This is an optimization exercise on Yosys and OpenROAD, whose aim is small area, a short achievable clock period and few clock cycles per item, not a production implementation.
In this exercise RTL edits were held to simulation tests only and were not proved equivalent to the original.
No activity file was given, so power comes from the tool's default toggle rates.

==> flow/design.v <==
`default_nettype none
package gffp_pkg;
  localparam int FUNC_W    = 2;
  localparam int XY_W      = 4;
  localparam int DIM_W     = 5;
  localparam int CFG_W     = 5;
  localparam int CFG_IDX_W = 1;
  localparam logic [FUNC_W-1:0] FUNC_PLACE = 2'd0;
  localparam logic [FUNC_W-1:0] FUNC_MARK  = 2'd1;
  localparam logic [FUNC_W-1:0] FUNC_CLEAR = 2'd2;
  localparam logic [FUNC_W-1:0] FUNC_NONE  = 2'd3;
  localparam logic [CFG_W-1:0] GRID_RST = 5'd16;
  typedef struct packed {
    logic             found;
    logic [XY_W-1:0]  place_x;
    logic [XY_W-1:0]  place_y;
    logic             rotated;
    logic [DIM_W-1:0] placed_width;
    logic [DIM_W-1:0] placed_height;
  } res_t;
  function automatic logic [15:0] pfx_or(input logic [15:0] v);
    logic [15:0] t;
    t = v;
    t = t | (t << 1);
    t = t | (t << 2);
    t = t | (t << 4);
    t = t | (t << 8);
    pfx_or = t;
  endfunction
  function automatic logic [15:0] win_and(input logic [15:0] v, input logic [3:0] n);
    logic [15:0] b1, b2, b4, b8, x;
    b1 = v;
    b2 = b1 & (b1 >> 1);
    b4 = b2 & (b2 >> 2);
    b8 = b4 & (b4 >> 4);
    x = v;
    if (n[0]) x = b1 & (x >> 1);
    if (n[1]) x = b2 & (x >> 2);
    if (n[2]) x = b4 & (x >> 4);
    if (n[3]) x = b8 & (x >> 8);
    win_and = x;
  endfunction
  function automatic logic [15:0] span(input logic [15:0] t, input logic [DIM_W-1:0] len);
    span = t & ~(t << len);
  endfunction
  function automatic logic [15:0] below(input logic [CFG_W-1:0] n);
    logic [15:0] t;
    for (int i = 0; i < 16; i++) t[i] = (CFG_W'(i) < n);
    below = t;
  endfunction
  function automatic logic [15:0] below6(input logic [5:0] n);
    logic [15:0] t;
    for (int i = 0; i < 16; i++) t[i] = (6'(i) < n);
    below6 = t;
  endfunction
  function automatic logic [15:0] from(input logic [XY_W-1:0] n);
    logic [15:0] t;
    for (int i = 0; i < 16; i++) t[i] = (XY_W'(i) >= n);
    from = t;
  endfunction
  function automatic logic [15:0] rev16(input logic [15:0] v);
    logic [15:0] r;
    for (int i = 0; i < 16; i++) r[i] = v[15 - i];
    rev16 = r;
  endfunction
  function automatic logic [XY_W-1:0] enc(input logic [15:0] oh);
    logic [XY_W-1:0] e;
    e = '0;
    for (int i = 0; i < 16; i++) if (oh[i]) e = e | XY_W'(i);
    enc = e;
  endfunction
endpackage
`default_nettype wire
`default_nettype none
module gffp_front (
  input  wire logic                           clk,
  input  wire logic                           rst_n,
  input  wire logic                           push,
  output logic                                full,
  input  wire logic [gffp_pkg::FUNC_W-1:0]    in_func,
  input  wire logic [gffp_pkg::XY_W-1:0]      in_pos_x,
  input  wire logic [gffp_pkg::XY_W-1:0]      in_pos_y,
  input  wire logic [gffp_pkg::DIM_W-1:0]     in_rect_width,
  input  wire logic [gffp_pkg::DIM_W-1:0]     in_rect_height,
  input  wire logic                           cfg_valid,
  output logic                                cfg_ready,
  input  wire logic [gffp_pkg::CFG_IDX_W-1:0] cfg_index,
  input  wire logic [gffp_pkg::CFG_W-1:0]     cfg_data,
  input  wire logic                           acc_ok,
  input  wire logic                           take,
  output logic                                s_valid,
  output logic [gffp_pkg::FUNC_W-1:0]         s_op,
  output logic [gffp_pkg::XY_W-1:0]           s_px,
  output logic [gffp_pkg::XY_W-1:0]           s_py,
  output logic [gffp_pkg::DIM_W-1:0]          s_w,
  output logic [gffp_pkg::DIM_W-1:0]          s_h,
  output logic [gffp_pkg::CFG_W-1:0]          s_gw,
  output logic [gffp_pkg::CFG_W-1:0]          s_gh
);
  logic [gffp_pkg::CFG_W-1:0]  gw_reg_r, gh_reg_r;
  logic [gffp_pkg::CFG_W-1:0]  gw_now, gh_now;
  logic                        do_push;
  assign cfg_ready = 1'b1;
  always_ff @(posedge clk) begin
    if (!rst_n) begin
      gw_reg_r <= gffp_pkg::GRID_RST;
      gh_reg_r <= gffp_pkg::GRID_RST;
    end else if (cfg_valid) begin
      if (cfg_index == 1'b0) begin
        gw_reg_r <= cfg_data;
      end else begin
        gh_reg_r <= cfg_data;
      end
    end
  end
  always_comb begin
    gw_now = (gw_reg_r > 5'd16) ? 5'd16 : gw_reg_r;
    gh_now = (gh_reg_r > 5'd16) ? 5'd16 : gh_reg_r;
  end
  assign full    = s_valid && !take;
  assign do_push = push && !full;
  always_ff @(posedge clk) begin
    if (do_push) begin
      s_op   <= in_func;
      s_px   <= in_pos_x;
      s_py   <= in_pos_y;
      s_w    <= in_rect_width;
      s_h    <= in_rect_height;
      s_gw   <= gw_now;
      s_gh   <= gh_now;
    end
  end
  always_ff @(posedge clk) begin
    if (!rst_n) begin
      s_valid <= 1'b0;
    end else if (do_push) begin
      s_valid <= 1'b1;
    end else if (take) begin
      s_valid <= 1'b0;
    end
  end
endmodule
`default_nettype wire
`default_nettype none
module gffp_engine (
  input  wire logic                        clk,
  input  wire logic                        rst_n,
  input  wire logic                        s_valid,
  input  wire logic [gffp_pkg::FUNC_W-1:0] s_op,
  input  wire logic [gffp_pkg::XY_W-1:0]   s_px,
  input  wire logic [gffp_pkg::XY_W-1:0]   s_py,
  input  wire logic [gffp_pkg::DIM_W-1:0]  s_w,
  input  wire logic [gffp_pkg::DIM_W-1:0]  s_h,
  input  wire logic [gffp_pkg::CFG_W-1:0]  s_gw,
  input  wire logic [gffp_pkg::CFG_W-1:0]  s_gh,
  output logic                             take,
  output logic                             acc_ok,
  output logic                             res_push,
  output gffp_pkg::res_t                   res,
  input  wire logic                        res_free
);
  logic                        c_valid;
  logic [gffp_pkg::FUNC_W-1:0] c_op;
  logic [gffp_pkg::XY_W-1:0]   c_px;
  logic [gffp_pkg::XY_W-1:0]   c_py;     
  logic [gffp_pkg::DIM_W-1:0]  c_w, c_h;
  logic [gffp_pkg::CFG_W-1:0]  c_gw, c_gh;
  logic                        c_has;    
  logic [15:0]                 c_rest;   
  logic [15:0]                 c_mu;     
  logic [15:0]                 c_mr;     
  logic                        c_vu, c_vr;
  logic [15:0][15:0] occ_r;
  logic              zero_occ;
  assign zero_occ = c_valid && (c_op == gffp_pkg::FUNC_CLEAR);
  logic [15:0] colin, bu, br, cfu, cfr, fu, fr, hitv, t, oh, pcu, pcr, wmu, wmr;
  logic [31:0] bzu, bzr;
  logic        hit, rot;
  logic [gffp_pkg::XY_W-1:0] hit_x;
  always_comb begin
    colin = gffp_pkg::below(c_gw);
    for (int x = 0; x < 16; x++) begin
      logic [15:0] col;
      for (int r = 0; r < 16; r++) col[r] = occ_r[r][x];
      bu[x] = |(col & c_mu);
      br[x] = |(col & c_mr);
    end
    cfu = ~bu & colin;
    cfr = ~br & colin;
    wmu = gffp_pkg::below(c_w);
    wmr = gffp_pkg::below(c_h);
    bzu = {16'hffff, ~cfu};
    bzr = {16'hffff, ~cfr};
    for (int x = 0; x < 16; x++) begin
      fu[x] = c_vu && !(|(bzu[x +: 16] & wmu));
      fr[x] = c_vr && !(|(bzr[x +: 16] & wmr));
    end
    hitv = fu | fr;
    hit  = c_has && (hitv != '0);
    t    = gffp_pkg::pfx_or(hitv);
    oh   = t & ~(t << 1);
    rot  = !(|(oh & fu));
    pcu  = down(oh, wmu);
    pcr  = down(oh, wmr);
    hit_x = gffp_pkg::enc(oh);
  end
  logic is_place, last, done, def_done, adv, cont;
  assign is_place = (c_op == gffp_pkg::FUNC_PLACE);
  assign last     = !c_has || (c_rest == '0);
  assign done     = c_valid && (!is_place || last || hit);
  assign def_done = c_valid && (!is_place || last);
  assign adv      = done && res_free;
  assign cont     = c_valid && is_place && !last && !hit;
  assign take     = !c_valid || adv;
  assign acc_ok   = !c_valid || (def_done && res_free);
  assign res_push = adv;
  always_comb begin
    res = '0;
    if (c_op == gffp_pkg::FUNC_MARK) begin
      res.found         = 1'b1;
      res.place_x       = c_px;
      res.place_y       = c_py;
      res.placed_width  = c_w;
      res.placed_height = c_h;
    end else if (is_place && hit) begin
      res.found         = 1'b1;
      res.place_x       = hit_x;
      res.place_y       = c_py;
      res.rotated       = rot;
      res.placed_width  = rot ? c_h : c_w;
      res.placed_height = rot ? c_w : c_h;
    end
  end
  function automatic logic [15:0] down(input logic [15:0] oh, input logic [15:0] wm);
    logic [31:0] z;
    logic [15:0] m;
    z = {oh, 16'h0};
    for (int i = 0; i < 16; i++) m[i] = |(gffp_pkg::rev16(z[i + 1 +: 16]) & wm);
    down = m;
  endfunction
  function automatic logic [15:0] fit_rows(input logic [gffp_pkg::DIM_W-1:0] n,
                                           input logic [gffp_pkg::CFG_W-1:0] gh);
    logic [5:0] d;
    d = 6'(gh) + 6'd1 - 6'(n);
    fit_rows = (6'(n) > 6'(gh)) ? 16'h0 : gffp_pkg::below6(d);
  endfunction
  function automatic void pick_s(input logic [15:0] rows, input logic [gffp_pkg::DIM_W-1:0] w,
                                 input logic [gffp_pkg::DIM_W-1:0] h,
                                 input logic [gffp_pkg::CFG_W-1:0] gh,
                                 output logic has, output logic [15:0] rest,
                                 output logic [15:0] mu, output logic [15:0] mr,
                                 output logic [gffp_pkg::XY_W-1:0] y,
                                 output logic vu, output logic vr);
    logic [15:0] t;
    logic [5:0]  eu, er;
    has  = (rows != '0);
    t    = gffp_pkg::pfx_or(rows);
    y    = gffp_pkg::enc(rows & ~(t << 1));
    rest = rows & (t << 1);
    eu   = 6'(y) + 6'(h);
    er   = 6'(y) + 6'(w);
    mu   = t & gffp_pkg::below6(eu);
    mr   = t & gffp_pkg::below6(er);
    vu   = eu <= 6'(gh);
    vr   = (w != h) && (er <= 6'(gh));
  endfunction
  function automatic void pick(input logic [15:0] rows, input logic [gffp_pkg::DIM_W-1:0] w,
                               input logic [gffp_pkg::DIM_W-1:0] h,
                               input logic [gffp_pkg::CFG_W-1:0] gh,
                               output logic has, output logic [15:0] rest,
                               output logic [15:0] mu, output logic [15:0] mr,
                               output logic [gffp_pkg::XY_W-1:0] y,
                               output logic vu, output logic vr);
    logic [15:0] t, oh;
    has  = (rows != '0);
    t    = gffp_pkg::pfx_or(rows);
    oh   = rows & ~(t << 1);
    rest = rows & (t << 1);
    y    = gffp_pkg::enc(oh);
    mu   = down(oh, gffp_pkg::below(h));
    mr   = down(oh, gffp_pkg::below(w));
    vu   = |(oh & fit_rows(h, gh));
    vr   = (w != h) && (|(oh & fit_rows(w, gh)));
  endfunction
  logic        n_has, l_has;
  logic [15:0] n_rest, l_rest, l_rows, n_mu, n_mr, l_mu, l_mr;
  logic [gffp_pkg::XY_W-1:0] n_y, l_y;
  logic        n_vu, n_vr, l_vu, l_vr, l_mark, l_dims_ok;
  logic [15:0] ok1, ok2, ok, wm;
  logic [31:0] okz;
  always_comb begin
    pick_s(c_rest, c_w, c_h, c_gh, n_has, n_rest, n_mu, n_mr, n_y, n_vu, n_vr);
    l_mark    = (s_op == gffp_pkg::FUNC_MARK);
    l_dims_ok = (s_w != '0) && (s_h != '0) && (s_w <= 5'd16) && (s_h <= 5'd16);
    for (int r = 0; r < 16; r++) begin
      ok1[r] = !(&occ_r[r]);
      ok2[r] = !(&(occ_r[r][14:0] | occ_r[r][15:1]));
    end
    ok     = ((((s_w >= 5'd2) && (s_h >= 5'd2)) ? ok2 : ok1) | {16{zero_occ}})
           & gffp_pkg::below(s_gh);
    okz    = {16'h0, ok};
    wm     = gffp_pkg::below(s_w) & gffp_pkg::below(s_h);
    for (int y = 0; y < 16; y++) l_rows[y] = !(|(~okz[y +: 16] & wm));
    if (!l_dims_ok || s_op != gffp_pkg::FUNC_PLACE) l_rows = '0;
    pick(l_rows, s_w, s_h, s_gh, l_has, l_rest, l_mu, l_mr, l_y, l_vu, l_vr);
    if (l_mark) begin
      l_mu = gffp_pkg::from(s_py) & gffp_pkg::below6(6'(s_py) + 6'(s_h)) & gffp_pkg::below(s_gh);
      l_mr = gffp_pkg::from(s_px) & gffp_pkg::below6(6'(s_px) + 6'(s_w)) & gffp_pkg::below(s_gw);
    end
  end
  always_ff @(posedge clk) begin
    if (take) begin
      c_op   <= s_op;
      c_px   <= s_px;
      c_py   <= l_mark ? s_py : l_y;
      c_w    <= s_w;
      c_h    <= s_h;
      c_gw   <= s_gw;
      c_gh   <= s_gh;
      c_has  <= l_has;
      c_rest <= l_rest;
      c_mu   <= l_mu;
      c_mr   <= l_mr;
      c_vu   <= l_vu;
      c_vr   <= l_vr;
    end else if (cont) begin
      c_rest <= n_rest;
      c_mu   <= n_mu;
      c_mr   <= n_mr;
      c_py   <= n_y;
      c_vu   <= n_vu;
      c_vr   <= n_vr;
    end
  end
  logic [15:0] f_row, f_col;
  always_comb begin
    f_row = '0;
    f_col = '0;
    if (c_op == gffp_pkg::FUNC_MARK) begin
      f_row = c_mu;
      f_col = c_mr;
    end else if (is_place && hit) begin
      f_row = rot ? c_mr : c_mu;
      f_col = rot ? pcr : pcu;
    end
    if (!adv) begin
      f_row = '0;
    end
  end
  always_ff @(posedge clk) begin
    if (!rst_n) begin
      c_valid <= 1'b0;
      occ_r   <= '0;
    end else begin
      if (take) begin
        c_valid <= s_valid;
      end
      if (adv && c_op == gffp_pkg::FUNC_CLEAR) begin
        occ_r <= '0;
      end else begin
        for (int r = 0; r < 16; r++) begin
          occ_r[r] <= occ_r[r] | (f_col & {16{f_row[r]}});
        end
      end
    end
  end
endmodule
`default_nettype wire
`default_nettype none
module gffp_outq (
  input  wire logic                        clk,
  input  wire logic                        rst_n,
  input  wire logic                        res_push,
  input  wire gffp_pkg::res_t              res,
  output logic                             res_free,
  output logic                             empty,
  input  wire logic                        pop,
  output logic                             out_found,
  output logic [gffp_pkg::XY_W-1:0]        out_place_x,
  output logic [gffp_pkg::XY_W-1:0]        out_place_y,
  output logic                             out_rotated,
  output logic [gffp_pkg::DIM_W-1:0]       out_placed_width,
  output logic [gffp_pkg::DIM_W-1:0]       out_placed_height
);
  logic           valid_r;
  gffp_pkg::res_t res_r;
  assign res_free = !valid_r || pop;
  assign empty    = !valid_r;
  assign out_found         = res_r.found;
  assign out_place_x       = res_r.place_x;
  assign out_place_y       = res_r.place_y;
  assign out_rotated       = res_r.rotated;
  assign out_placed_width  = res_r.placed_width;
  assign out_placed_height = res_r.placed_height;
  always_ff @(posedge clk) begin
    if (res_push) begin
      res_r <= res;
    end
  end
  always_ff @(posedge clk) begin
    if (!rst_n) begin
      valid_r <= 1'b0;
    end else if (res_push) begin
      valid_r <= 1'b1;
    end else if (pop) begin
      valid_r <= 1'b0;
    end
  end
endmodule
`default_nettype wire
`default_nettype none
module grid_first_fit_placer (
  input  wire logic                           clk,
  input  wire logic                           rst_n,
  input  wire logic                           push,
  output logic                                full,
  input  wire logic [gffp_pkg::FUNC_W-1:0]    in_func,
  input  wire logic [gffp_pkg::XY_W-1:0]      in_pos_x,
  input  wire logic [gffp_pkg::XY_W-1:0]      in_pos_y,
  input  wire logic [gffp_pkg::DIM_W-1:0]     in_rect_width,
  input  wire logic [gffp_pkg::DIM_W-1:0]     in_rect_height,
  output logic                                empty,
  input  wire logic                           pop,
  output logic                                out_found,
  output logic [gffp_pkg::XY_W-1:0]           out_place_x,
  output logic [gffp_pkg::XY_W-1:0]           out_place_y,
  output logic                                out_rotated,
  output logic [gffp_pkg::DIM_W-1:0]          out_placed_width,
  output logic [gffp_pkg::DIM_W-1:0]          out_placed_height,
  input  wire logic                           cfg_valid,
  output logic                                cfg_ready,
  input  wire logic [gffp_pkg::CFG_IDX_W-1:0] cfg_index,
  input  wire logic [gffp_pkg::CFG_W-1:0]     cfg_data
);
  logic                          s_valid;
  logic [gffp_pkg::FUNC_W-1:0]   s_op;
  logic [gffp_pkg::XY_W-1:0]     s_px, s_py;
  logic [gffp_pkg::DIM_W-1:0]    s_w, s_h;
  logic [gffp_pkg::CFG_W-1:0]    s_gw, s_gh;
  logic                          acc_ok;
  logic                          take;
  logic                          res_push;
  gffp_pkg::res_t                res;
  logic                          res_free;
  gffp_front u_front (
    .clk            (clk),
    .rst_n          (rst_n),
    .push           (push),
    .full           (full),
    .in_func        (in_func),
    .in_pos_x       (in_pos_x),
    .in_pos_y       (in_pos_y),
    .in_rect_width  (in_rect_width),
    .in_rect_height (in_rect_height),
    .cfg_valid      (cfg_valid),
    .cfg_ready      (cfg_ready),
    .cfg_index      (cfg_index),
    .cfg_data       (cfg_data),
    .acc_ok         (acc_ok),
    .take           (take),
    .s_valid        (s_valid),
    .s_op           (s_op),
    .s_px           (s_px),
    .s_py           (s_py),
    .s_w            (s_w),
    .s_h            (s_h),
    .s_gw           (s_gw),
    .s_gh           (s_gh)
  );
  gffp_engine u_engine (
    .clk      (clk),
    .rst_n    (rst_n),
    .s_valid  (s_valid),
    .s_op     (s_op),
    .s_px     (s_px),
    .s_py     (s_py),
    .s_w      (s_w),
    .s_h      (s_h),
    .s_gw     (s_gw),
    .s_gh     (s_gh),
    .take     (take),
    .acc_ok   (acc_ok),
    .res_push (res_push),
    .res      (res),
    .res_free (res_free)
  );
  gffp_outq u_outq (
    .clk               (clk),
    .rst_n             (rst_n),
    .res_push          (res_push),
    .res               (res),
    .res_free          (res_free),
    .empty             (empty),
    .pop               (pop),
    .out_found         (out_found),
    .out_place_x       (out_place_x),
    .out_place_y       (out_place_y),
    .out_rotated       (out_rotated),
    .out_placed_width  (out_placed_width),
    .out_placed_height (out_placed_height)
  );
endmodule
`default_nettype wire
==> flow/run.sh <==
#!/bin/bash
# synth_recipe.tcl (not shown) runs the flow's synth.tcl, then flattens the netlist and writes it again
# the make line also repeats each setting of config.mk as NAME=value (left out here)
make -C /OpenROAD-flow-scripts/flow DESIGN_CONFIG=/design/flow/config.mk WORK_HOME=/design/flow/orfs CLKGATE_MAP_FILE= SYNTH_SCRIPT=/design/flow/synth_recipe.tcl finish
==> flow/config.mk <==
export PLATFORM = sky130hd
export DESIGN_NAME = grid_first_fit_placer
export DESIGN_NICKNAME = grid_first_fit_placer
export VERILOG_FILES = /design/flow/design.v
export SDC_FILE = /design/flow/constraint.sdc
export NUM_CORES = 4
export LEC_CHECK = 0
export CAP_MARGIN = 20
export CORE_MARGIN = 2
export CORE_UTILIZATION = 40
export SETUP_SLACK_MARGIN = 2.5
export SLEW_MARGIN = 20
==> flow/constraint.sdc <==
create_clock -name core_clock -period 7.0 [get_ports {clk}]
set_input_delay 1.4000 -clock core_clock [delete_from_list [all_inputs] [get_ports {clk}]]
set_output_delay 1.4000 -clock core_clock [all_outputs]
set_load 0.01 [all_outputs]
==> results.txt, run 1 <==
- The area growth from synthesis to layout is 32.9%.
* Maximum number of pins on one net before global-route repair: 65
- The cell area that synthesis handed to floorplanning was 0.0308 mm².
- Setup repair after global routing could not meet its margin everywhere.
- CTS clk-pin slew, worst paths: 0.06 ns
- STA classifies the critical path endpoint as an output pin.
- Synth async-reset ratio: 0
* Post-Layout Inst Area: roughly 0.04 mm²
* Deepest level of the CTS H-tree: 2
- Fraction of the cycle the final worst path needs: 0.838
- Setup violations remaining at the end of the flow were counted as 0.
- Number of antenna violations at the first check in global routing: 9
* Overall die height: between 200 and 300 µm
* Type of the tightest min-delay check: flip-flop to flip-flop
- For the worst setup path, the data required time is 5.60 ns.
* Global routing usage summed across all routing layers: 0.512
- Quantity of I/O buffers inserted on ports: 52
* Number of distinct library cell variants in the gate-level netlist after synthesis: ~110
- Static Leak: about 15 nW
- In this run the worst path has a maximum fanout of 22.
* Layout Nets: 4441
- Routability-driven placement finished with a final weighted congestion of between 1 and 1.5.
- Outcome: timing/DRC/antenna clean
- At the worst endpoint, the arrival time is between 4 and 5 ns.
* Area occupied by multi-input gates: around 0.022 mm²
- The die covers around 0.079 mm².
* Mapped Cells: about 3900
- The most critical setup path has its endpoint at full.
* Crit path from: u_engine.c_h[4]
* Number of flops mapped to enable cells by yosys: 130
- Minimum clock period: 5.87 ns
* Flip-flop and latch count after synthesis: between 300 and 400
- Source of the worst register-to-register timing path: u_engine.c_h[4]
* Capture point of the worst reg-to-reg path: u_engine.c_mr[11]
- Routed len/inst: 38.8 µm
- Total global routing overflow: 0
* Post-route setup TNS: 0 ns
- Max capacitance violation total: 0
- Peak supply drop: between 0.00015 and 0.0002 V
- Net count after synthesis: 4003
- Avg Inst Size Synth: 7.86 µm²
* Post-detailed-placement cell area: roughly 0.033 mm²
- Number of buffers inserted during clock tree synthesis: 48
- Clk sinks: ~400
* Drt drc: 0
- Across all register-to-register paths, the minimum setup slack is between 1 and 1.5 ns.
- Warning count from the yosys run: 3
- Power spread over the standard cell area amounts to between 150 and 200 mW/mm².
- The cell sitting at the root of the clock tree is a clkbuf_16.
- For this design, the CTS-stage hold fixing added 0 buffers.
* Effective utilization at floorplan: 0.405
- Number of violations reported at the end of detailed-routing iteration 0: between 7000 and 8000
- Measured against its own limit, the worst slew margin works out to 0.181.
- First-pass GRT wire length: 289000 µm
- Fill cells in the final layout number 7197.
* Std-Cell Rows: 101
* Type of element launching the critical path: flip-flop
- The die is between 200 and 300 µm wide.
- Number of endpoints with negative hold slack in the final report: 0
* Fraction of final layout cells with drive strength greater than 1: 0.272
- CTS tree: done
- Wires add up to 211000 µm.
* Post-layout total power: 7.96 mW
- Static timing analysis puts the maximum clock frequency at about 0.17 GHz.
- Counting cells, the worst reg-to-reg path comes to 18.
- Detailed placement HPWL: 146000 µm
- The core region is approximately 0.076 mm².
- Class of the most critical setup path: flip-flop to output pin
- Clock skew after layout: about 0.059 ns
- Summing over every cut layer, the via total after detailed routing is 41043.
* Measured slew at the worst slew-check pin: about 1.2 ns
* Latest clock arrival within the worst-skew pair: between 0.6 and 0.7 ns
* Router iterations before antenna repair: 14
- No sink is reached through more buffers than the 3 on the longest clock path.
- For this design the top-level I/O count stands at 54.
- For this run, the register share of the synthesized area comes to 0.302.
- Final Max Tran Viols: 0
- Via density per instance: ~7.6
- Commonest register cell after synthesis: dfxtp_1
- Routed Antenna Nets: 0
- Number of global-route vias before repair: 37150
- Register area: 0.00929 mm²
## placed cells by master (no fill, tap or decap), types with 36 or more instances in the layout
cell	instances
a31oi_1	45
a22oi_1	124
a22o_1	136
nand2_1	360
o22ai_1	84
clkbuf_16	51
nor2_1	320
dfxtp_1	266
a21oi_1	360
nor3_1	50
buf_12	68
inv_1	68
nor4_1	65
o21ai_2	49
o221ai_1	52
a221oi_1	85
nand4_1	131
edfxtp_1	130
clkdlybuf4s50_1	51
nand3_1	72
o21ai_1	83
buf_6	77
ha_1	48
o211ai_1	36
buf_4	480
o21ai_0	219
## state kept, by name (all words and copies together) (netlist names), 5 cells and up
signal	cells
u_front.gh_reg_r	5
u_engine.c_gw	5
u_outq.res_r	20
u_front.s_w	5
u_front.gw_reg_r	5
u_engine.c_rest	15
u_engine.c_w	5
u_engine.c_mu	16
u_engine.c_gh	5
u_engine.c_h	5
u_engine.c_mr	16
u_front.s_gh	5
u_front.s_gw	5
u_engine.occ_r	256
u_front.s_h	5
## report_power, final
part / switching [mW] / total (mW) / internal (mW)
registers: 0.0888 / 2.56 / 2.47
logic: 1.71 / 2.65 / 0.941
clock network: 1.17 / 2.75 / 1.58
total: 2.97 / 7.96 / 4.99
## critical path, cell delays in order, from the launching register on
cell	delay, ns
edfxtp_1	0.59
buf_6	0.30
nand2b_1	0.32
nor2_1	1.00
o211ai_1	0.23
nor4_1	0.26
buf_4	0.20
a21oi_1	0.09
nand2_1	0.17
nor4_4	0.08
nand4_4	0.14
o311ai_4	0.10
and3_4	0.21
buf_6	0.11
## stage by stage
| step | std cells | hold slack (ns) | worst slack (ns) | utilization |
|---|---|---|---|---|
| after global placement | 4968 | 0.453 | 0.577 | 0.436 |
| after CTS | 5374 | 0.465 | 1.63 | 0.527 |
| after global routing | 5425 | 0.504 | 1.20 | 0.538 |
| final | 5434 | 0.461 | 1.13 | 0.538 |
| after floorplan | 3918 | 0.424 | 2.33 | - |
| after detailed placement | 4968 | 0.457 | 1.00 | 0.437 |
## cells by family after synthesis
logic type,Yosys count,share of synthesized area
DFF,399,0.302
adders and majority gates,55,0.0237
and+or+nand+nor,1361,0.221
other,1,0.000122
buffers and inverters,385,0.0650
AOI/OAI and AO/OA,1673,0.375
xor gates and xnor gates,28,0.00796
muxes,16,0.00532
## layout make-up
class / instances / share of cell area
inverter: 76 / 0.00727
tap: 1030 / 0.0315
timing repair buffer: 692 / 0.164
clock inverter: 27 / 0.00807
clock buffer: 59 / 0.0331
multi-input combinational: 3139 / 0.529
sequential: 399 / 0.227
antenna: 12 / 0.000733
## synthesized netlist by cell type, drive strengths merged (66+ instances only)
cell,count,area share
nor4,92,0.022
edfxtp,130,0.13
a221oi,102,0.029
nand4,136,0.029
nor2,355,0.044
o22ai,86,0.017
a21oi,406,0.070
nand2,401,0.051
inv,75,0.0091
a22o,137,0.039
dfxtp,269,0.17
o21ai,353,0.060
buf,213,0.044
nand3,84,0.014
nor3,66,0.012
clkbuf,96,0.012
a22oi,132,0.032
## timing repair
action	4_1_cts	5_1_grt
gates cloned	16	3
resized for setup	533	89
setup endpoints to repair	462	457
pin swaps	173	31
setup buffers	304	45
endpoints found under the hold margin	0	0
## metal layers
metal,wire [µm],part of all wire,GRT usage
met5,166,0.00079,0.0110
met4,23500,0.11,0.408
met3,32600,0.15,0.234
met2,81300,0.39,0.712
met1,73400,0.35,0.603
## worst min path at each step
stage	startpoint	cells past startpoint	end
2_1_floorplan	u_front.s_gh[2]	0	u_engine.c_gh[2]
3_3_place_gp	u_front.gh_reg_r[1]	2	u_front.gh_reg_r[1]
3_5_place_dp	u_front.gh_reg_r[1]	2	u_front.gh_reg_r[1]
4_1_cts	u_front.gh_reg_r[1]	2	u_front.gh_reg_r[1]
5_1_grt	u_front.gh_reg_r[3]	2	u_front.gh_reg_r[3]
6_report	u_front.gh_reg_r[1]	2	u_front.gh_reg_r[1]
Testbench counts, summed over its fixed seeds: cycles 4,458, items 2,400.
==> run 2, diff against run 1 <==
--- a/flow/config.mk
+++ b/flow/config.mk
@@ -10,3 +10,3 @@
 export CORE_UTILIZATION = 40
-export SETUP_SLACK_MARGIN = 2.5
+export SETUP_SLACK_MARGIN = 1.5
 export SLEW_MARGIN = 20
==> run 2 against run 1 <==
  * Still clean
  * Hold slack better by 0.013 ns
  * Non-clock buffer count is 160 lower
  * Via count is 4.9% lower
  * Maximum frequency is 1.8% higher
  * Synthesized cell count stayed put
  * Total power is 5.2% lower
  * Sequential share of layout area is 2.3 points higher
==> results.txt, run 2 <==
- Class of the most critical setup path: flip-flop to output pin
* Commonest cells after routing, fill and taps aside: buf_4 (438), nand2_1 (375), a21oi_1 (365), nor2_1 (337), dfxtp_1 (269)
- The net total in the final layout was 4276 (-3.7%).
- Cell type with the highest aggregate area in the netlist: dfxtp_1
- Number of antenna violations at the first check in global routing: 6 (-3)
* Commonest register cell after synthesis: dfxtp_1
- The data arrival at the endpoint of the critical path came to 4.37 ns (-0.10 ns).
* Avg Inst Size Synth: 7.86 µm² (unchanged)
- Area share of the leading cell type in the synthesized netlist: 0.175 (unchanged)
- The number of H-tree levels is 2 (unchanged).
* Number of flops mapped to enable cells by yosys: 130 (unchanged)
- The first-pass GRT wire length was 283000 µm (-2.2%).
- In the post-synthesis netlist, the cell with the most instances is nand2_1.
* Post-route setup TNS: 0 ns (unchanged)
- Measured slew at the worst slew-check pin: 1.27 ns (+0.0462 ns)
* Number of setup violations in the final report: 0 (unchanged)
- The placed cell area was 0.0336 mm² (+1.1%).
- The number of global-route vias before repair came to 35859 (-3.5%).
* Fraction of the cycle the final worst path needs: 0.824 (-0.0146)
* Register name with the most flops: u_engine.occ_r
- The flip-flop count of the largest register, all copies and words added was 256 (unchanged).
- The via density per instance was 7.42 (-1.8%).
- Mapped Cells: 3918 (unchanged)
- Xor and xnor fraction of the mapped netlist area: 0.00796 (unchanged)
- Final wirelength: 206000 µm (-2.3%)
* Routed Antenna Nets: 0 (unchanged)
* Fraction of final layout cells with drive strength greater than 1: 0.195 (-0.0762)
- The final number of hold-violating endpoints came to 0 (unchanged).
- The post-route minimum period came to 5.77 ns (-0.102 ns).
* Net count after synthesis: 4003 (unchanged)
- Overall die height: 282 µm (unchanged)
* Synth async-reset ratio: 0 (unchanged)
* Quantity of I/O buffers inserted on ports: 52 (unchanged)
- The library cell used most frequently in the layout, excluding fill and tap cells, is buf_4.
* Vias: 39033 (-4.9%)
* Cell at the root of the clock tree: clkbuf_16
* Static Leak: 13.2 nW (-11%)
- The number of synthesis warnings is 3 (unchanged).
- Number of violations reported at the end of detailed-routing iteration 0: 6952 (-5.2%)
* CTS clk-pin slew, worst paths: 0.06 ns (about the same)
- Area inside the core boundary: 0.0761 mm² (unchanged)
- The clock latency on the worst-skew pair came to 0.65 ns (-0.02 ns).
* Detailed placement HPWL: 153000 µm (+4.7%)
* Fillcell total: 7598 (+5.6%)
* Placed cells: 5003 (+0.70%)
- The detailed-route wire length per cell is 39.1 µm (+0.86%).
- Effective utilization at floorplan: 0.405 (unchanged)
- In the final layout, the registers with the most flip-flops are u_engine.occ_r x256, u_outq.res_r x20.
- Global routing usage summed across all routing layers: 0.503 (-0.00886)
- The worst setup path is launched from a flip-flop.
- Number of buffers inserted during clock tree synthesis: 48 (unchanged)
- The worst setup path is captured at an output pin.
- Largest buffer count on any clock path: 3 (unchanged)
- The residual overflow from global routing came to 0 (unchanged).
* Drt drc: 0 (unchanged)
* Post-synth top cells: nand2_1 (384), a21oi_1 (371), nor2_1 (350)
- Final Max Tran Viols: 0 (unchanged)
- Fmax: 0.173 GHz (+1.8%)
* Clk sinks: 399 (unchanged)
- The standard-cell row count was 101 (unchanged).
* Peak supply drop: 0.000180 V (-3.3%)
- After synthesis, the cell types taking the most area are dfxtp_1 (17%), edfxtp_1 (13%), a21oi_1 (6.0%).
- Power per unit of standard cell area: 203 mW/mm² (+4.2%)
- Outcome: timing/DRC/antenna clean
- Synth Area in Simple Gates: 0.221 (unchanged)
- The number of distinct library cells after synthesis was 113 (unchanged).
* Flip-flop and latch count after synthesis: 399 (unchanged)
* Number of ports placed on the die boundary: 54 (unchanged)
- TritonCTS built the clock tree.
- Relative slew slack: 0.146 (-0.0356)
- Fraction of the yosys area taken by sequential cells: 0.302 (unchanged)
- Total standard cell area after synthesis: 0.0308 mm² (unchanged)
- Post-Layout Cell Count: 5262 (-3.2%)
- Maximum number of pins on one net before global-route repair: 77 (+18%)
- Max capacitance violation total: 0 (unchanged)
- The overall die area is 0.0792 mm² (unchanged).
- The share of synthesized cell area in full adder, half adder and majority cells was 0.0237 (unchanged).
* Required time at the endpoint of the critical path: 5.60 ns (about the same)
- The die extent in x came to 282 µm (unchanged).
- The post-route standard cell area excluding fillers came to 0.0372 mm² (-9.1%).
- Setup repair after global routing missed its margin: yes
* Router iterations before antenna repair: 9 (-5)
- Compound-gate portion of the synthesized area: 0.375 (unchanged)
- From synthesis to final layout, the design area changed by 20.8%.
* Post-route core utilization: 0.489 (-0.0489)
* Weighted congestion at the end of routability-driven global placement: 1.13 (-3.2%)
- The maximum net fanout on the critical path came to 9 (-59%).
- The overall power after layout was 7.54 mW (-5.2%).
- The multiplexer fraction of the synthesized cell area is 0.00532 (unchanged).
- Largest family of logic cells by synthesized area: compound AO/OA/AOI/OAI gates
- The path class of the tightest hold or removal check is flip-flop to flip-flop.
- The post-route clock skew is 0.0285 ns (-0.0309 ns).
- Number of buffers inserted by hold repair at cts: 0 (unchanged)
run 2: per-stage QoR:
stage,setup WS [ns],hold WS (ns)
2_1_floorplan,1.91,0.424
3_3_place_gp,0.737,0.456
3_5_place_dp,0.665,0.452
4_1_cts,1.42,0.474
5_1_grt,1.15,0.492
6_report,1.23,0.475
run 2: cells by family (layout without fill, tap and decap cells):
group,Yosys count,after routing
AO/OA/AOI/OAI,1673,1673
AND/OR/NAND/NOR,1361,1361
flip-flops,399,399
buffers and inverters,385,698
adder cells (fa/ha/maj),55,55
XOR/XNOR,28,28
multiplexers,16,16
other,1,2
run 2: worst max-delay path, cell delays in order, from the launching register on:
cell and delay [ns]:
dfxtp_1 0.68, a22oi_1 0.18, nand4_1 0.24, or3_1 0.51, a211oi_1 0.20, a22oi_2 0.36, nand3_1 0.28, nor4_4 0.34
nand4_4 0.20, o311ai_4 0.34, and3_4 0.23, buf_2 0.13
run 2: final cells by class:
| cell class | count | area [µm²] | share of cell area |
|---|---|---|---|
| multi-input combinational | 3134 | 20100 | 0.539 |
| antenna | 1 | 2.50 | 0.0000672 |
| timing repair buffer | 532 | 4570 | 0.123 |
| clock buffer | 70 | 1450 | 0.0389 |
| sequential | 399 | 9290 | 0.250 |
| inverter | 76 | 285 | 0.00766 |
| tap | 1030 | 1290 | 0.0346 |
| clock inverter | 20 | 256 | 0.00689 |
run 2: path summary, 6_finish.rpt:
check	from	endpoint	slack [ns]	cells after the start
worst max-delay path	u_engine.occ_r[111]	full	1.23	11
worst max register to register	u_engine.occ_r[117]	u_engine.c_mu[15]	1.49	18
worst min-delay path	u_front.gh_reg_r[0]	u_front.gh_reg_r[0]	0.47	2
worst min register to register	u_front.gh_reg_r[0]	u_front.gh_reg_r[0]	0.47	2
run 2: repair_timing:
item / 4_1_cts / 5_1_grt
resized for setup: 67 / 60
pin swaps: 24 / 12
setup buffers: 146 / 21
setup endpoints to repair: 384 / 279
gates cloned: 0 / 1
run 2: power breakdown:
part	leakage [nW]	internal, mW	total [mW]	switching, mW
registers	3.56	2.47	2.57	0.0975
logic	8.85	0.727	2.25	1.53
clock network	0.826	1.57	2.72	1.15
total	13.2	4.77	7.54	2.78
run 2: per-layer routing:
| metal | up-vias | track usage | part of all wire |
|---|---|---|---|
| li1 | 15853 | - | - |
| met1 | 18495 | 0.610 | 0.35 |
| met2 | 3620 | 0.735 | 0.40 |
| met3 | 1057 | 0.174 | 0.14 |
| met4 | 8 | 0.374 | 0.10 |
| met5 | - | 0 | 0.00092 |
==> run 3, diff against run 2 <==
--- a/flow/config.mk
+++ b/flow/config.mk
@@ -10,2 +10,3 @@
 export CORE_UTILIZATION = 40
+export PLACE_DENSITY = 0.7
 export SETUP_SLACK_MARGIN = 1.5
==> run 3 against run 2 <==
  * Cell area grew 0.85%
  * First-iteration DRC count shrank 3.3%
  * Critical path depth grew 5
  * Critical endpoint unchanged
  * Largest cell class unchanged
==> results.txt, run 3 <==
* Outcome: timing/DRC/antenna clean
- The all-layer global routing usage was 0.482 (-0.0211).
- The achievable clock frequency is 0.177 GHz (+1.9%).
* Flip-flop and latch count after synthesis: 399 (unchanged)
- Effective utilization at floorplan: 0.405 (unchanged)
- Type of the tightest min-delay check: flip-flop to flip-flop
* Measured slew at the worst slew-check pin: 1.18 ns (-0.0865 ns)
* Number of ports placed on the die boundary: 54 (unchanged)
- Area of the die: 0.0792 mm² (unchanged)
- Relative area change from synthesis to final layout: 21.8%
* Synth async-reset ratio: 0 (unchanged)
* Vias: 39025 (-0.020%)
- Class of the most critical setup path: flip-flop to output pin
- The post-route minimum period is 5.66 ns (-0.108 ns).
* Number of setup violations in the final report: 0 (unchanged)
- In the synthesized netlist the dominant register cell turns out to be dfxtp_1.
* Clk sinks: 399 (unchanged)
- The clock transition at the registers of the reported paths was 0.06 ns (about the same).
- Number of distinct library cell variants in the gate-level netlist after synthesis: 113 (unchanged)
- Mapped Cells: 3918 (unchanged)
- Deepest level of the CTS H-tree: 2 (unchanged)
- Router iterations before antenna repair: 8 (-1)
* Area inside the core boundary: 0.0761 mm² (unchanged)
- The estimated wirelength of the detail-placed design came to 147000 µm (-3.7%).
- The net count of the mapped netlist was 4003 (unchanged).
- Layout Nets: 4310 (+0.80%)
* Fraction of the yosys area taken by sequential cells: 0.302 (unchanged)
- Ranked by total cell area, the synthesized netlist is headed by dfxtp_1 (17%), edfxtp_1 (13%), a21oi_1 (6.0%).
* Smallest setup slack after layout: 1.34 ns (+0.108 ns)
- More flip-flops sit in one register than any other, and that register is u_engine.occ_r.
- Quantity of I/O buffers inserted on ports: 52 (unchanged)
* Commonest cells after routing, fill and taps aside: buf_4 (469), nand2_1 (376), a21oi_1 (363), nor2_1 (342), dfxtp_1 (267)
- The max-slew violation count is 0 (unchanged).
- The final weighted congestion in routability-driven placement was 1.16 (+2.5%).
- The count of max-cap constraint violations is 0 (unchanged).
- Post-route setup TNS: 0 ns (unchanged)
- The area of the mapped netlist is 0.0308 mm² (unchanged).
- STA classifies the critical path endpoint as an output pin.
- The synthesized area per cell is 7.86 µm² (unchanged).
- Std-Cell Rows: 101 (unchanged)
- The share of the synthesized area in the top cell type is 0.175 (unchanged).
- The worst slew margin relative to its limit is 0.204 (+0.0582).
* Number of antenna violations at the first check in global routing: 7 (+1)
- Number of flops mapped to enable cells by yosys: 130 (unchanged)
- Final wirelength: 199000 µm (-3.5%)
- Cell type with the highest aggregate area in the netlist: dfxtp_1
- The via density per instance is 7.36 (-0.77%).
- The largest net degree at the start of global routing was 77 (unchanged).
- Routed Antenna Nets: 0 (unchanged)
- Fraction of final layout cells with drive strength greater than 1: 0.205 (+0.00909)
* Required time at the endpoint of the critical path: 5.60 ns (about the same)
- Worst slack at placement: 0.832 ns (+0.167 ns)
- Overall die height: 282 µm (unchanged)
- Static Leak: 13.4 nW (+1.1%)
- Largest fanout of any net on the critical path: 8 (-1)
- Fraction of the cycle the final worst path needs: 0.808 (-0.0154)
- Setup repair after global routing could not meet its margin everywhere.
* Number of global-route vias before repair: 35246 (-1.7%)
- Warning count from the yosys run: 3 (unchanged)
- The largest registers in the layout are u_engine.occ_r x256, u_outq.res_r x20.
- Total global routing overflow: 0 (unchanged)
- Worst EP arrival: 4.26 ns (-0.11 ns)
- The detailed-route wire length per cell came to 37.5 µm (-4.3%).
- Commonest non-fill, non-tap cell in the layout: buf_4
- Number of endpoints with negative hold slack in the final report: 0 (unchanged)
- The total power per unit cell area came to 196 mW/mm² (-3.2%).
* Most common cell in the netlist: nand2_1
- STA classifies the critical path startpoint as a flip-flop.
* Latest clock arrival within the worst-skew pair: 0.64 ns (about the same)
* Number of violations reported at the end of detailed-routing iteration 0: 6726 (-3.3%)
- Number of buffers inserted during clock tree synthesis: 47 (-2.1%)
- TritonCTS built the clock tree.
- In the synthesized netlist, the cells that appear most often are nand2_1 (384), a21oi_1 (371), nor2_1 (350).
- Number of flip-flops under the largest register name: 256 (unchanged)
* Cell at the root of the clock tree: clkbuf_16
- Largest buffer count on any clock path: 3 (unchanged)
- The die extent in x is 282 µm (unchanged).
* First-pass GRT wire length: 273000 µm (-3.6%)
* Clock skew after layout: 0.0511 ns (+0.0226 ns)
- Number of buffers inserted by hold repair at cts: 0 (unchanged)
- Drt drc: 0 (unchanged)
- The worst voltage drop across the vdd grid came to 0.000176 V (-2.2%).
-- run 3: cell counts after synthesis --
Identical to the previous run, type by type.
-- run 3: area by class of cell --
class	instances	area [µm²]
fillers	7569	38500
multi-input cells	3135	20200
flip-flops and latches	399	9290
repair buffers	566	4870
clock buffers	62	1360
well taps	1030	1290
inverters	76	289
clock inverters	25	221
diodes	9	22.5
-- run 3: power by group --
part | total, mW | internal, mW | leakage [nW] | switching (mW)
registers | 2.55 | 2.47 | 3.56 | 0.0860
clock network | 2.56 | 1.45 | 0.763 | 1.10
logic | 2.26 | 0.747 | 9.06 | 1.51
total | 7.37 | 4.67 | 13.4 | 2.70
-- run 3: kinds of logic after synthesis --
family | count (synthesis) | share of synthesized area
DFF | 399 | 0.302
xor gates and xnor gates | 28 | 0.00796
buffers and inverters | 385 | 0.0650
AOI/OAI and AO/OA | 1673 | 0.375
adders and majority gates | 55 | 0.0237
and+or+nand+nor | 1361 | 0.221
other | 1 | 0.000122
muxes | 16 | 0.00532
-- run 3: final timing paths --
check	from	endpoint	slack (ns)	depth (start not counted)
max	u_engine.c_mr[12]	full	1.34	16
max reg2reg	u_engine.occ_r[233]	u_engine.c_vr	1.48	18
min	u_front.gh_reg_r[2]	u_front.gh_reg_r[2]	0.48	2
min reg2reg	u_front.gh_reg_r[2]	u_front.gh_reg_r[2]	0.48	2
-- run 3: per-layer routing --
layer / share of wire / global-route usage
met5: 0.000055 / 0
met4: 0.093 / 0.342
met3: 0.15 / 0.173
met2: 0.40 / 0.689
met1: 0.36 / 0.599
-- run 3: worst max-delay path, cell delays in order (launching register included) --
cell,delay (ns)
edfxtp_1,0.36
buf_4,0.19
buf_12,0.15
a222oi_1,0.44
nand3_1,0.15
buf_4,0.19
or3_1,0.42
buf_4,0.23
a22oi_1,0.29
a41oi_1,0.21
buf_4,0.21
nand2_1,0.13
nor4_4,0.08
nand4_4,0.12
o311ai_4,0.12
and3_4,0.21
buf_6,0.11
-- run 3: metrics by stage --
stage | hold WS, ns | power [mW] | area (µm²) | util | instances
3_5_place_dp | 0.466 | 4.46 | 33500 | 0.441 | 4998
2_1_floorplan | 0.424 | 3.69 | 30800 | - | 3918
3_3_place_gp | 0.441 | 4.48 | 33500 | 0.440 | 4997
6_report | 0.475 | 7.37 | 37500 | 0.493 | 5302
5_1_grt | 0.503 | 7.50 | 37500 | 0.493 | 5293
4_1_cts | 0.470 | 7.19 | 36900 | 0.485 | 5254
-- run 3: what timing repair did --
action	CTS	global route
pin swaps	36	31
setup buffers	169	38
gates cloned	0	1
setup endpoints to repair	305	282
resized for setup	66	82
==> run 4, diff against run 3 <==
--- a/flow/config.mk
+++ b/flow/config.mk
@@ -10,4 +10,3 @@
 export CORE_UTILIZATION = 40
-export PLACE_DENSITY = 0.7
-export SETUP_SLACK_MARGIN = 1.5
+export SETUP_SLACK_MARGIN = 1.0
 export SLEW_MARGIN = 20
==> run 4 against run 3 <==
  * Hold slack better by 0.00058 ns
  * Sequential cell count stayed put
  * Sequential share of layout area is 0.67 points higher
  * Worst setup slack worse by 0.46 ns
  * Die area stayed put
  * Wire length is 2.6% higher
==> results.txt, run 4 <==
- Type of element launching the critical path: flip-flop
* Quantity of I/O buffers inserted on ports: 52 (unchanged)
- Worst slack on hold paths: 0.476 ns (+0.000576 ns)
* Total global routing overflow: 0 (unchanged)
- CTS clk-pin slew, worst paths: 0.06 ns (about the same)
- For this design, the slowest cell found on the critical path is edfxtp_1.
- The synthesized area per cell was 7.86 µm² (unchanged).
- The largest net degree at the start of global routing came to 77 (unchanged).
- Worst Reg-to-Reg Cells: 16 (-2)
* Type of the tightest min-delay check: flip-flop to flip-flop
- The maximum clock path buffer count came to 3 (unchanged).
- Synth async-reset ratio: 0 (unchanged)
* Outcome: timing/DRC/antenna clean
* Worst EP arrival: 4.72 ns (+0.46 ns)
- The worst register-to-register path begins at u_front.s_h[1].
- For this run, the leading register cell type out of synthesis is dfxtp_1.
- Following the worst setup path forward leads to its endpoint at full.
- Static Leak: 13.0 nW (-3.2%)
* Capture point of the worst reg-to-reg path: u_engine.c_mr[13]
* Vias: 38805 (-0.56%)
- The total power per unit cell area was 204 mW/mm² (+4.1%).
- Fraction of final layout cells with drive strength greater than 1: 0.177 (-0.0275)
* Final Max Tran Viols: 0 (unchanged)
- Latest clock arrival within the worst-skew pair: 0.65 ns (about the same)
- Top cells by area, synth: dfxtp_1 (17%), edfxtp_1 (13%), a21oi_1 (6.0%)
* Cell at the root of the clock tree: clkbuf_16
- The maximum net fanout on the critical path was 12 (+4).
- The cell that appears most often on the critical path is nand4_1.
- TritonCTS built the clock tree.
* Clock skew after layout: 0.0370 ns (-0.0142 ns)
- Number of setup violations in the final report: 0 (unchanged)
- Post-layout total power: 7.47 mW (+1.4%)
- The area of the mapped netlist was 0.0308 mm² (unchanged).
* Minimum clock period: 6.12 ns (+0.459 ns)
- Router iterations before antenna repair: 8 (unchanged)
- Yosys instantiated no cell more often than nand2_1.
- Cell type with the highest aggregate area in the netlist: dfxtp_1
- The register bit count reported by yosys came to 399 (unchanged).
- Sorting the synthesized cells by how often they occur yields nand2_1 (384), a21oi_1 (371), nor2_1 (350).
- Max capacitance violation total: 0 (unchanged)
- Number of distinct library cell variants in the gate-level netlist after synthesis: 113 (unchanged)
- Deepest level of the CTS H-tree: 2 (unchanged)
* Number of flops mapped to enable cells by yosys: 130 (unchanged)
- Traced cell by cell, the critical path runs through or2_1, nor2_1, buf_4, a21oi_1, a2111oi_1, nand4_1, nand4_1, nor4_2, nand4_2, o311ai_4, and3_4, dlygate4sd2_1.
* Number of buffers inserted by hold repair at cts: 0 (unchanged)
- The vertical extent of the die is 282 µm (unchanged).
- Net count after synthesis: 4003 (unchanged)
- Compared with the post-synthesis result, the final layout area differs by 18.6%.
- The reg2reg setup slack came to 0.96 ns (-0.52 ns).
* Layout Nets: 4237 (-1.7%)
- Setup repair after global routing could not meet its margin everywhere.
- The final wirelength was 204000 µm (+2.6%).
- The top cell types in the final layout, fill and taps aside, are buf_4 (409), nand2_1 (381), a21oi_1 (370), nor2_1 (343), dfxtp_1 (269).
- Post-Layout Cell Count: 5226 (-1.4%)
- Warning count from the yosys run: 3 (unchanged)
* Number of global-route vias before repair: 35677 (+1.2%)
- Std-Cell Rows: 101 (unchanged)
- The required time at the endpoint of the critical path was 5.60 ns (about the same).
- Post-route setup TNS: 0 ns (unchanged)
* Weighted congestion at the end of routability-driven global placement: 1.13 (-2.5%)
* Number of antenna violations at the first check in global routing: 5 (-2)
- More flip-flops sit in one register than any other, and that register is u_engine.occ_r.
* Relative slew slack: 0.134 (-0.0695)
- The all-layer global routing usage was 0.501 (+0.0190).
- Drt drc: 0 (unchanged)
- Fraction of the cycle the final worst path needs: 0.874 (+0.0656)
* Crit path capture type: output pin
* Placed cells: 5003 (+0.10%)
- Routed Antenna Nets: 0 (unchanged)
- Fmax: 0.163 GHz (-7.5%)
- The die extent in x was 282 µm (unchanged).
- The via density per instance came to 7.43 (+0.88%).
* Clk sinks: 399 (unchanged)
- In the final layout, the registers with the most flip-flops are u_engine.occ_r x256, u_outq.res_r x20.
* Fillcell total: 7658 (+1.2%)
* Routed len/inst: 39.0 µm (+4.1%)
* Area of the die: 0.0792 mm² (unchanged)
- The placed cell area is 0.0336 mm² (about the same).
- Peak supply drop: 0.000183 V (+3.8%)
- The sequential cell area fraction in the yosys report was 0.302 (unchanged).
- First-pass GRT wire length: 282000 µm (+3.2%)
- Area share of the leading cell type in the synthesized netlist: 0.175 (unchanged)
- The placeable core region came to 0.0761 mm² (unchanged).
- The most critical setup path has its startpoint at u_engine.c_w[1].
* Post-Layout Inst Area: 0.0365 mm² (-2.6%)
- Number of flip-flops under the largest register name: 256 (unchanged)
* Number of endpoints with negative hold slack in the final report: 0 (unchanged)
* Measured slew at the worst slew-check pin: 1.29 ns (+0.103 ns)
- Commonest non-fill, non-tap cell in the layout: buf_4
* Detailed placement HPWL: 153000 µm (+3.9%)
- Number of ports placed on the die boundary: 54 (unchanged)
* Critical path's largest stage delay: 0.63 ns (+0.19 ns)
- The number of instances in the synthesized netlist came to 3918 (unchanged).
- The critical path is of the flip-flop to output pin type.
- The number of DRC markers after the initial detailed-route iteration came to 6970 (+3.6%).
- Number of buffers inserted during clock tree synthesis: 48 (+2.1%)
- The effective utilization at floorplan came to 0.405 (unchanged).
==> run 4: cell counts after synthesis <==
Identical to the previous run, type by type.
==> run 4: timing repair <==
item                       4_1_cts  5_1_grt
pin swaps                       14        5
resized for setup               27       13
setup endpoints to repair        3       19
buffers inserted               120        9
==> run 4: worst min path at each step <==
| stage | cells past startpoint | from | end |
|---|---|---|---|
| after floorplan | 0 | u_front.s_gh[2] | u_engine.c_gh[2] |
| after global placement | 1 | u_front.s_valid | u_engine.c_valid |
| after detailed placement | 1 | u_front.s_valid | u_engine.c_valid |
| after CTS | 1 | u_front.s_valid | u_engine.c_valid |
| after global routing | 2 | u_front.gh_reg_r[0] | u_front.gh_reg_r[0] |
| final | 2 | u_front.gh_reg_r[0] | u_front.gh_reg_r[0] |
==> run 4: critical path: cells and delay by family, from the launching register on <==
family                 cells  cell delay [ns]
DFF                        1             0.63
AOI/OAI and AO/OA          3             0.72
and+or+nand+nor            7             2.10
buffers and inverters      2             0.61
==> run 4: area by class of cell <==
| class | instances | area (µm²) | share of cell area |
|---|---|---|---|
| Multi-Input combinational cell | 3134 | 19700 | 0.540 |
| Sequential cell | 399 | 9290 | 0.254 |
| Timing Repair Buffer | 493 | 4220 | 0.116 |
| Clock buffer | 70 | 1450 | 0.0396 |
| Tap cell | 1030 | 1290 | 0.0353 |
| Inverter | 76 | 285 | 0.00781 |
| Clock inverter | 20 | 256 | 0.00702 |
| Antenna cell | 4 | 10.0 | 0.000274 |
==> run 4: through the flow <==
| stage | utilization | setup slack [ns] |
|---|---|---|
| CTS | 0.479 | 1.00 |
| global route | 0.480 | 0.807 |
| finish | 0.480 | 0.883 |
| detailed placement | 0.441 | 0.665 |
| floorplan | - | 1.91 |
| global placement | 0.441 | 0.737 |
==> run 4: layer usage <==
| layer | part of all wire | track usage | vias up |
|---|---|---|---|
| met3 | 0.14 | 0.175 | 948 |
| li1 | - | - | 15779 |
| met4 | 0.096 | 0.377 | 6 |
| met1 | 0.36 | 0.608 | 18574 |
| met2 | 0.41 | 0.727 | 3498 |
| met5 | 0.00018 | 0 | - |
==> run 4: where the power goes <==
part	switching (mW)	total (mW)	internal, mW
clock	1.15	2.72	1.57
sequential	0.116	2.59	2.47
combinational	1.48	2.16	0.688
==> run 4: logic make-up after synthesis <==
logic type      count (synthesis)  share of synthesized area
compound gates               1673                      0.375
xor+xnor                       28                    0.00796
fa+ha+maj                      55                     0.0237
buf+inv                       385                     0.0650
flops                         399                      0.302
mux                            16                    0.00532
other cells                     1                   0.000122
simple gates                 1361                      0.221
==> run 5, diff against run 4 <==
--- a/flow/config.mk
+++ b/flow/config.mk
@@ -10,3 +10,4 @@
 export CORE_UTILIZATION = 40
-export SETUP_SLACK_MARGIN = 1.0
+export PLACE_DENSITY = 0.7
+export SETUP_SLACK_MARGIN = 1.8
 export SLEW_MARGIN = 20
==> run 5 against run 4 <==
  * Still clean
  * Hold slack worse by 0.0019 ns
  * Sequential cell count unchanged
  * Global-route usage down 1.7 points
  * Die area unchanged
  * Non-clock buffer count up 107
  * Total power down 0.40%
  * Wire length down 1.8%
  * Register-to-register slack better by 0.74 ns
  * Critical path type unchanged
  * Critical endpoint unchanged
  * Highest routed layer is now met4
==> results.txt, run 5 <==
* Most frequent cell on the critical path: buf_4
* Fraction of final layout cells with drive strength greater than 1: 0.220 (+0.0426)
- The tree is rooted in a clkbuf_16.
- Worst EP arrival: 4.12 ns (-0.60 ns)
- Fraction of the yosys area taken by sequential cells: 0.302 (unchanged)
- Number of buffers inserted during clock tree synthesis: 47 (-2.1%)
- The number of nets with antenna violations after detailed routing is 0 (unchanged).
* Type of the tightest min-delay check: flip-flop to flip-flop
- Std-Cell Rows: 101 (unchanged)
* Largest buffer count on any clock path: 3 (unchanged)
- The all-layer global routing usage is 0.484 (-0.0167).
- The worst voltage drop across the vdd grid was 0.000175 V (-4.2%).
- Setup repair after global routing could not meet its margin everywhere.
* Critical path, cell by cell: buf_4, nor2_4, nand2_1, buf_4, a21oi_4, buf_4, buf_4, o211ai_1, a221oi_2, buf_4, a41oi_2, buf_4, nand2_1, nor4_4, nand4_4, o311ai_4, and3_4, buf_2
- Relative slew slack: 0.219 (+0.0851)
- Deepest level of the CTS H-tree: 2 (unchanged)
* Static Leak: 13.7 nW (+5.6%)
* Latest clock arrival within the worst-skew pair: 0.64 ns (about the same)
- Drt drc: 0 (unchanged)
* Required time at the endpoint of the critical path: 5.60 ns (about the same)
* Post-route setup TNS: 0 ns (unchanged)
* Number of distinct library cell variants in the gate-level netlist after synthesis: 113 (unchanged)
- Number of global-route vias before repair: 35294 (-1.1%)
* Number of buffers inserted by hold repair at cts: 0 (unchanged)
- Critical path's largest stage delay: 0.45 ns (-0.18 ns)
- Vias: 39352 (+1.4%)
- The initial antenna violation count came to 3 (-2).
- The detailed-routing iteration count for the pre-antenna-repair pass is 7 (-1).
- The count of input and output buffers is 52 (unchanged).
* Area of the die: 0.0792 mm² (unchanged)
- The max-slew violation count is 0 (unchanged).
- The synthesized area per cell was 7.86 µm² (unchanged).
- Minimum setup slack among reg-to-reg paths: 1.70 ns (+0.74 ns)
- The fraction of registers with async set or reset after synthesis is 0 (unchanged).
- Post-layout total power: 7.44 mW (-0.40%)
- The number of clock sinks seen by CTS was 399 (unchanged).
- Area share of the leading cell type in the synthesized netlist: 0.175 (unchanged)
- Maximum number of pins on one net before global-route repair: 77 (unchanged)
* Commonest register cell after synthesis: dfxtp_1
- CTS tree: done
* Placed cells: 4998 (-0.10%)
- The detailed-route wire length per cell was 37.6 µm (-3.7%).
* Commonest cells after routing, fill and taps aside: buf_4 (485), nand2_1 (374), a21oi_1 (362), nor2_1 (335), dfxtp_1 (268)
- Standard cell with the maximum stage delay on the critical path: edfxtp_1
- Area inside the core boundary: 0.0761 mm² (unchanged)
- The maximum net fanout on the critical path was 11 (-1).
* Register name with the most flops: u_engine.occ_r
* Warning count from the yosys run: 3 (unchanged)
* CTS clk-pin slew, worst paths: 0.06 ns (about the same)
- Width of the chip: 282 µm (unchanged)
* Number of flip-flops under the largest register name: 256 (unchanged)
- The first-pass GRT wire length was 274000 µm (-2.6%).
* Mapped Cells: 3918 (unchanged)
- Number of setup violations in the final report: 0 (unchanged)
* Detailed placement HPWL: 147000 µm (-3.7%)
- The final instance count without filler cells was 5331 (+2.0%).
- The effective utilization at floorplan was 0.405 (unchanged).
- Minimum clock period: 5.52 ns (-0.599 ns)
- The final period utilization is 0.788 (-0.0856).
- Relative area change from synthesis to final layout: 24.0%
* Clock skew after layout: 0.0537 ns (+0.0167 ns)
* Cell type with the highest aggregate area in the netlist: dfxtp_1
- Total global routing overflow: 0 (unchanged)
* Leading registers by flop count: u_engine.occ_r x256, u_outq.res_r x20
* Class of the most critical setup path: flip-flop to output pin
- Number of endpoints with negative hold slack in the final report: 0 (unchanged)
* Max capacitance violation total: 0 (unchanged)
* Layout Nets: 4345 (+2.5%)
- Ranked by total cell area, the synthesized netlist is headed by dfxtp_1 (17%), edfxtp_1 (13%), a21oi_1 (6.0%).
* Final wirelength: 200000 µm (-1.8%)
- Type of element launching the critical path: flip-flop
- Total standard cell area after synthesis: 0.0308 mm² (unchanged)
* Power per unit of standard cell area: 195 mW/mm² (-4.7%)
- The final weighted congestion in routability-driven placement is 1.16 (+2.5%).
- By instance count, the leading cell after synthesis is nand2_1.
- The net count of the mapped netlist was 4003 (unchanged).
* Crit path capture type: output pin
* Fmax: 0.181 GHz (+11%)
- Overall die height: 282 µm (unchanged)
* Outcome: timing/DRC/antenna clean
- Flip-flop and latch count after synthesis: 399 (unchanged)
* Number of flops mapped to enable cells by yosys: 130 (unchanged)
- Commonest non-fill, non-tap cell in the layout: buf_4
- The number of DRC markers after the initial detailed-route iteration was 6949 (-0.30%).
* Measured slew at the worst slew-check pin: 1.16 ns (-0.127 ns)
* Number of ports placed on the die boundary: 54 (unchanged)
* Via density per instance: 7.38 (-0.59%)
- The commonest cells after synthesis are nand2_1 (384), a21oi_1 (371), nor2_1 (350).
==> run 5: changes by cell type in the layout (fill, tap and decap cells not counted), moves of 7 or more <==
cell       delta
a2111oi_1    +10
buf_12       +16
buf_6        +12
a221oi_2      +8
a2111oi_0    -17
nand2_1       -7
a221oi_1      -9
buf_4        +76
nor2_1        -8
a21oi_4       +9
a21oi_1       -8
==> run 5: where the power goes <==
group / switching, mW / internal (mW) / leakage, nW
Sequential: 0.0832 / 2.47 / 3.56
Clock: 1.10 / 1.45 / 0.763
Combinational: 1.54 / 0.786 / 9.35
Total: 2.73 / 4.71 / 13.7
==> run 5: final cells by class <==
cell class | count | area, µm²
Timing Repair Buffer | 600 | 5290
Antenna cell | 3 | 7.51
Tap cell | 1030 | 1290
Clock buffer | 62 | 1360
Inverter | 76 | 289
Sequential cell | 399 | 9290
Clock inverter | 25 | 221
Multi-Input combinational cell | 3136 | 20500
Fill cell | 7532 | 37900
==> run 5: worst paths after layout <==
check / endpoint / from / depth (start not counted)
hold reg to reg: u_front.gh_reg_r[1] / u_front.gh_reg_r[1] / 2
hold / removal: u_front.gh_reg_r[1] / u_front.gh_reg_r[1] / 2
setup reg to reg: u_engine.occ_r[71] / u_engine.c_mr[9] / 22
setup / recovery: full / u_engine.c_w[3] / 18
==> run 5: what timing repair did <==
action | 4_1_cts | 5_1_grt
gates cloned | 0 | 4
setup buffers | 188 | 51
setup endpoints to repair | 400 | 294
pin swaps | 50 | 43
resized for setup | 125 | 96
==> run 5: logic make-up after synthesis <==
group,share of synthesized area
compound gates,0.375
simple gates,0.221
flops,0.302
buf+inv,0.0650
fa+ha+maj,0.0237
xor+xnor,0.00796
mux,0.00532
other cells,0.000122
==> run 5: critical path, delay by kind of cell, from the launching register on <==
family | cells | cell delay, ns
buffers and inverters | 7 | 1.25
DFF | 1 | 0.45
AOI/OAI and AO/OA | 5 | 0.79
and+or+nand+nor | 6 | 0.98
==> run 5: routing by layer <==
metal / wire length [µm] / global-route usage / up-vias / share of wire
met5: 0 / 0 / - / 0
met2: 79400 / 0.691 / 3633 / 0.40
met4: 19200 / 0.348 / 0 / 0.096
met3: 29900 / 0.172 / 997 / 0.15
met1: 71800 / 0.603 / 18725 / 0.36
li1: - / - / 15997 / -
==> run 5: per-stage QoR <==
step	util	cell area (µm²)	hold slack (ns)	setup slack [ns]
detailed placement	0.441	33500	0.466	0.832
global route	0.502	38200	0.503	1.37
finish	0.502	38200	0.474	1.48
floorplan	-	30800	0.424	1.91
global placement	0.440	33500	0.441	0.890
CTS	0.490	37300	0.470	1.57
==> run 6, diff against run 5 <==
--- a/flow/config.mk
+++ b/flow/config.mk
@@ -10,4 +10,4 @@
 export CORE_UTILIZATION = 40
-export PLACE_DENSITY = 0.7
-export SETUP_SLACK_MARGIN = 1.8
+export PLACE_DENSITY = 0.65
+export SETUP_SLACK_MARGIN = 1.5
 export SLEW_MARGIN = 20
==> run 6 against run 5 <==
  * Still clean on timing, DRC and antenna
  * Hold slack lost 0.0037 ns
  * Register-to-register slack lost 0.40 ns
  * Global-route usage shrank 1.9 points
  * Critical endpoint unchanged
  * Highest routed layer is now met5
==> results.txt, run 6 <==
* Number of buffers inserted during clock tree synthesis: 48 (+2.1%)
- Effective utilization at floorplan: 0.405 (unchanged)
* Mapped Cells: 3918 (unchanged)
* Drt drc: 0 (unchanged)
- The overall die area is 0.0792 mm² (unchanged).
- Width of the chip: 282 µm (unchanged)
- The area taken by flip-flops and latches is 0.00929 mm² (about the same).
* Flip-flop and latch count after synthesis: 399 (unchanged)
* Most common cell in the netlist: nand2_1
- CTS placed an instance of clkbuf_16 at the clock tree root.
- Detailed placement HPWL: 139000 µm (-5.1%)
- The standard-cell row count was 101 (unchanged).
* Quantity of I/O buffers inserted on ports: 52 (unchanged)
* Layout Nets: 4224 (-2.8%)
- Outcome: timing/DRC/antenna clean
* Routed len/inst: 36.7 µm (-2.4%)
* Final Max Tran Viols: 0 (unchanged)
* Number of buffers inserted by hold repair at cts: 0 (unchanged)
- The number of clock sinks seen by CTS came to 399 (unchanged).
- The tightest min-delay check is of the flip-flop to flip-flop type.
- The placeable core region came to 0.0761 mm² (unchanged).
* Area share of the leading cell type in the synthesized netlist: 0.175 (unchanged)
* Commonest register cell after synthesis: dfxtp_1
* Router iterations before antenna repair: 11 (+4)
- The required time at the endpoint of the critical path is 5.60 ns (about the same).
- Class of the most critical setup path: flip-flop to output pin
* Fraction of the cycle the final worst path needs: 0.819 (+0.0305)
- Commonest cells after routing, fill and taps aside: buf_4 (383), nand2_1 (381), a21oi_1 (361), nor2_1 (336), dfxtp_1 (269)
- The register with the most flip-flops in the final layout is u_engine.occ_r.
- The via density per instance came to 7.49 (+1.5%).
- Area occupied by multi-input gates: 0.0203 mm² (-0.89%)
- The number of nets with antenna violations after detailed routing is 0 (unchanged).
- Global routing usage summed across all routing layers: 0.466 (-0.0186)
* Fmax: 0.174 GHz (-3.7%)
==> run 6: changes by cell type in the layout (fill, tap and decap cells not counted), sizes merged <==
cell | previous run | this run
a22o | 138 | 137
buf | 548 | 429
bufinv | 2 | 3
clkbuf | 63 | 62
clkinvlp | 7 | 6
diode | 3 | 1
inv | 79 | 81
o21a | 23 | 22
==> run 6: cell families after synthesis <==
family                     after synthesis  synth area share
AOI/OAI and AO/OA                     1673             0.375
and+or+nand+nor                       1361             0.221
DFF                                    399             0.302
buffers and inverters                  385            0.0650
adders and majority gates               55            0.0237
xor gates and xnor gates                28           0.00796
muxes                                   16           0.00532
other                                    1          0.000122
==> run 6: worst max-delay path, cell delays in order (launching register included) <==
cell	delay, ns
edfxtp_1	0.54
buf_6	0.15
buf_6	0.10
a31o_4	0.31
o21ai_2	0.17
nor3_2	0.55
a21oi_1	0.18
nor4_1	0.64
a21oi_1	0.21
nand2_1	0.19
nor4_4	0.08
nand4_4	0.12
o311ai_4	0.12
and3_4	0.21
buf_6	0.11
==> run 6: path summary, 6_finish.rpt <==
| check | start | end | slack (ns) | cells after the start |
|---|---|---|---|---|
| setup / recovery | u_engine.c_gw[1] | full | 1.27 | 14 |
| hold reg to reg | u_front.gh_reg_r[0] | u_front.gh_reg_r[0] | 0.47 | 2 |
| hold / removal | u_front.gh_reg_r[0] | u_front.gh_reg_r[0] | 0.47 | 2 |
| setup reg to reg | u_engine.c_mu[4] | u_engine.occ_r[110] | 1.30 | 17 |
==> run 6: power by group <==
| part | total, mW | switching [mW] | leakage, nW | internal, mW |
|---|---|---|---|---|
| clock network | 2.62 | 1.13 | 0.791 | 1.48 |
| logic | 2.17 | 1.46 | 8.66 | 0.711 |
| registers | 2.58 | 0.107 | 3.56 | 2.47 |
| total | 7.36 | 2.70 | 13.0 | 4.66 |
==> run 6: repair_timing <==
action | in CTS | in global routing
endpoints found under the setup margin | 270 | 283
buffers inserted | 150 | 27
pin swaps | 29 | 36
resized for setup | 94 | 77
cloned | 1 | 0
==> run 6: cell type report <==
type / instances / share of cell area
multi-input cells: 3134 / 0.549
clock buffers: 62 / 0.0362
well taps: 1030 / 0.0349
repair buffers: 480 / 0.113
inverters: 76 / 0.00782
diodes: 1 / 0.0000677
clock inverters: 27 / 0.00802
flip-flops and latches: 399 / 0.251
==> run 6: per-stage QoR <==
| step | instances | worst slack, ns | power [mW] | utilization | area (µm²) |
|---|---|---|---|---|---|
| finish | 5209 | 1.27 | 7.36 | 0.486 | 37000 |
| global route | 5208 | 1.26 | 7.49 | 0.486 | 37000 |
| CTS | 5181 | 1.39 | 7.18 | 0.478 | 36400 |
| detailed placement | 4941 | 0.741 | 4.41 | 0.434 | 33100 |
| global placement | 4941 | 0.751 | 4.42 | 0.434 | 33000 |
| floorplan | 3918 | 1.91 | 3.69 | - | 30800 |
==> run 6: metal layers <==
layer / routed length [µm] / GRT usage / vias to the layer above / share of wire
met1: 69700 / 0.589 / 18390 / 0.36
met2: 74200 / 0.652 / 3751 / 0.39
met4: 17800 / 0.319 / 14 / 0.093
met3: 29100 / 0.175 / 1099 / 0.15
li1: - / - / 15760 / -
met5: 191 / 0.00244 / - / 0.0010

Check on run 6: ideal ports give 1.268 ns setup slack; a clkbuf_16 on the clock port and buf_2 on the inputs give 1.196 ns; moving port delays by the midpoint clock arrival (0.689 ns) as well gives 1.301 ns.
